Context: an optimization exercise on an open-source flow, tuned for small area, a short achievable clock period and few clock cycles per item. The choices shown serve that exercise and are no tape-out recipe. The RTL was checked by simulation tests, not by an equivalence proof against the original design. No activity file was given, so power comes from the tool's default toggle rates.

## cooperative_task_timer_table
module cooperative_task_timer_table #(
	parameter int MAX_TASKS = 8
) (
	input  logic        clk,
	input  logic        arst_n,
	input  logic        s_tvalid,
	output logic        s_tready,
	input  logic [47:0] s_tdata,   
	input  logic [1:0]  s_tuser,   
	output logic        m_tvalid,
	input  logic        m_tready,
	output logic [15:0] m_tdata,   
	output logic [0:0]  m_tuser,   
	output logic        m_tlast
);
For scale: about 1500 cells after synthesis, roughly 370 flip-flops, roughly 74 I/O pins, ~0.017 sq mm of cells after synthesis.
Settings: LEC_CHECK=0, CAP_MARGIN=20, CORE_MARGIN=2, CORE_UTILIZATION=40, CTS_CLUSTER_DIAMETER=100, CTS_CLUSTER_SIZE=24, SETUP_SLACK_MARGIN=2.0, SLEW_MARGIN=20; clock period 4.0 ns.
run.sh (not shown) runs the stock make flow with config.mk's settings and CLKGATE_MAP_FILE= SYNTH_SCRIPT=/design/flow/synth_recipe.tcl, a recipe that flattens the netlist after the stock synthesis.
The baseline ran to the end with no violations.
Testbench counts at the start, summed over its fixed seeds: cycles 13,323, items 12,000.
Then changed:
SETUP_SLACK_MARGIN = 1.7   (was 2.0)
Die area does not change; core utilization falls by 5.9 points; global-route usage falls by 1.5 points; worst hold slack gets better by 0.0041 ns; final cell count falls by about 6%; power falls by about 4%; design area falls by 11%; wire length falls by about 8%; clock-buffer cell count is unchanged; register-to-register slack barely changes; sequential share of layout area rises by 5.4 points.


== run A ==
cooperative_task_timer_table, a different RTL version from the one above (not shown whole).
Size: ~1,400 cells after synthesis, ~360 flip-flops, ~74 I/O pins.
clock: 4.0 ns
lec_check: 0
cap_margin: 20
core_margin: 2
core_utilization: 60
cts_cluster_diameter: 100
cts_cluster_size: 24
setup_slack_margin: 1.9
slew_margin: 20
Run A was carried through to the last stage, and its layout satisfied the timing, DRC and antenna checks.
Testbench counts of run A, summed over its fixed seeds: cycles 13,323, items 12,000.
#### Input delta (run B over run A)
# run A
export LEC_CHECK = 0
export CAP_MARGIN = 20
export CORE_MARGIN = 2
export CORE_UTILIZATION = 60
export CTS_CLUSTER_DIAMETER = 100
export CTS_CLUSTER_SIZE = 24
export SETUP_SLACK_MARGIN = 1.9
export SLEW_MARGIN = 20
create_clock -name core_clock -period 4.0 [get_ports {clk}]
# run B
export LEC_CHECK = 0
export CAP_MARGIN = 20
export CORE_MARGIN = 2
export CORE_UTILIZATION = 60
export CTS_CLUSTER_DIAMETER = 100
export CTS_CLUSTER_SIZE = 24
export SETUP_SLACK_MARGIN = 1.6
export SLEW_MARGIN = 20
create_clock -name core_clock -period 4.0 [get_ports {clk}]
[summary]
- Min post-synthesis to final-layout area growth across run B and run A: run B
- Going from run A to run B, wire length after detailed routing shrank by a little under 10%.
- The lower met2 routing resource usage after global routing of run B and run A is in run B.
## Diff of input files: run C against run B
# run B
export LEC_CHECK = 0
export CAP_MARGIN = 20
export CORE_MARGIN = 2
export CORE_UTILIZATION = 60
export CTS_CLUSTER_DIAMETER = 100
export CTS_CLUSTER_SIZE = 24
export SETUP_SLACK_MARGIN = 1.6
export SLEW_MARGIN = 20
create_clock -name core_clock -period 4.0 [get_ports {clk}]
# run C
export LEC_CHECK = 0
export CAP_MARGIN = 20
export CORE_MARGIN = 2
export CORE_UTILIZATION = 40
export CTS_CLUSTER_DIAMETER = 100
export CTS_CLUSTER_SIZE = 24
export SETUP_SLACK_MARGIN = 1.7
export SLEW_MARGIN = 20
create_clock -name core_clock -period 4.0 [get_ports {clk}]
[summary]
Every stage of the flow completed for run B, and the final layout passed the timing, DRC and antenna checks.
The flow completed for run C, but it is not clean: the layout still shows antenna violations.
Summary: final worst slack, run C worse than run B
Re met3 track utilization from global routing: run C and run B aren't equal, and the lower value belongs to run C.
Category of the critical setup timing path: primary input to flop -> run B, flop to primary output -> run C
The sequential share of layout area in run C sits 1.4 points below the value recorded for run B.
Looking at launch point of the critical path, the m_v_q result is from run C; the s_tvalid one comes from run B.


Another version of the RTL of cooperative_task_timer_table (not shown whole).
For scale: about 1600 cells after synthesis, roughly 370 flip-flops, about 74 I/O pins, about 0.018 mm^2 of cells after synthesis.
==> flow/config.mk <==
export PLATFORM = sky130hd
export DESIGN_NAME = cooperative_task_timer_table
export DESIGN_NICKNAME = cooperative_task_timer_table
export VERILOG_FILES = /design/flow/design.v
export SDC_FILE = /design/flow/constraint.sdc
export NUM_CORES = 4
export LEC_CHECK = 0
export CAP_MARGIN = 20
export CORE_MARGIN = 2
export CORE_UTILIZATION = 40
export SETUP_SLACK_MARGIN = 1.5
export SLEW_MARGIN = 20
==> flow/constraint.sdc <==
create_clock -name core_clock -period 4.0 [get_ports {clk}]
set_input_delay 0.8000 -clock core_clock [delete_from_list [all_inputs] [get_ports {clk}]]
set_output_delay 0.8000 -clock core_clock [all_outputs]
set_load 0.01 [all_outputs]
The baseline finished clean.
Testbench counts at the start, summed over its fixed seeds: cycles 13,323, items 12,000.
Next try:
SETUP_SLACK_MARGIN = 2.2   (was 1.5)
Outcome: The new run produced a layout that fails on capacitance limit; core utilization goes up by 13 points; cell count goes up by 12%; routed wire length goes up by about 27%; worst setup slack is better by 0.051 ns; critical path depth goes down by 1; non-clock buffer count goes up by 259; via count goes up by about 17%; total power goes up by 11%; synthesized area stays the same; sequential power hardly moves; clock-buffer cell count is unchanged.

afterwards: timing with drivers on the ports:
Ports are ideal in the flow. The routed layouts listed here were re-timed in OpenROAD.
Step 1 assumes that a clkbuf_16 drives the clock port and a buf_2 every other input.
Step 2 times the ports against the registers' clock, not the clock port: input delays grow and output delays shrink by t, the midpoint of the rising clock arrivals with the driver on.
Three values: no drivers, after step 1, after step 2; two values: the first two.
run | t, ns | setup slack, ns | worst hold slack (ns)
the first run of note 1 | 0.582 | 1.614 / 1.614 / 1.043 | 0.468 / 0.468 / 0.468
the second run of note 1 | 0.582 | 1.594 / 1.602 / 1.044 | 0.472 / 0.472 / 0.472
run A | 0.568 | 1.704 / 1.650 / 1.214 | 0.469 / 0.469 / 0.469
run B | 0.571 | 1.656 / 1.634 / 1.089 | 0.436 / 0.436 / 0.436
run C | 0.575 | 1.652 / 1.601 / 1.222 | 0.456 / 0.456 / 0.456
the first run of note 3 | 0.619 | 1.554 / 1.573 / 0.967 | 0.499 / 0.499 / 0.499
the second run of note 3 | 0.619 | 1.605 / 1.605 / 1.158 | 0.526 / 0.526 / 0.526
The setup slack of the first run of note 3, which loses most, moves by +0.019 ns with the drivers and by -0.587 ns with both steps.
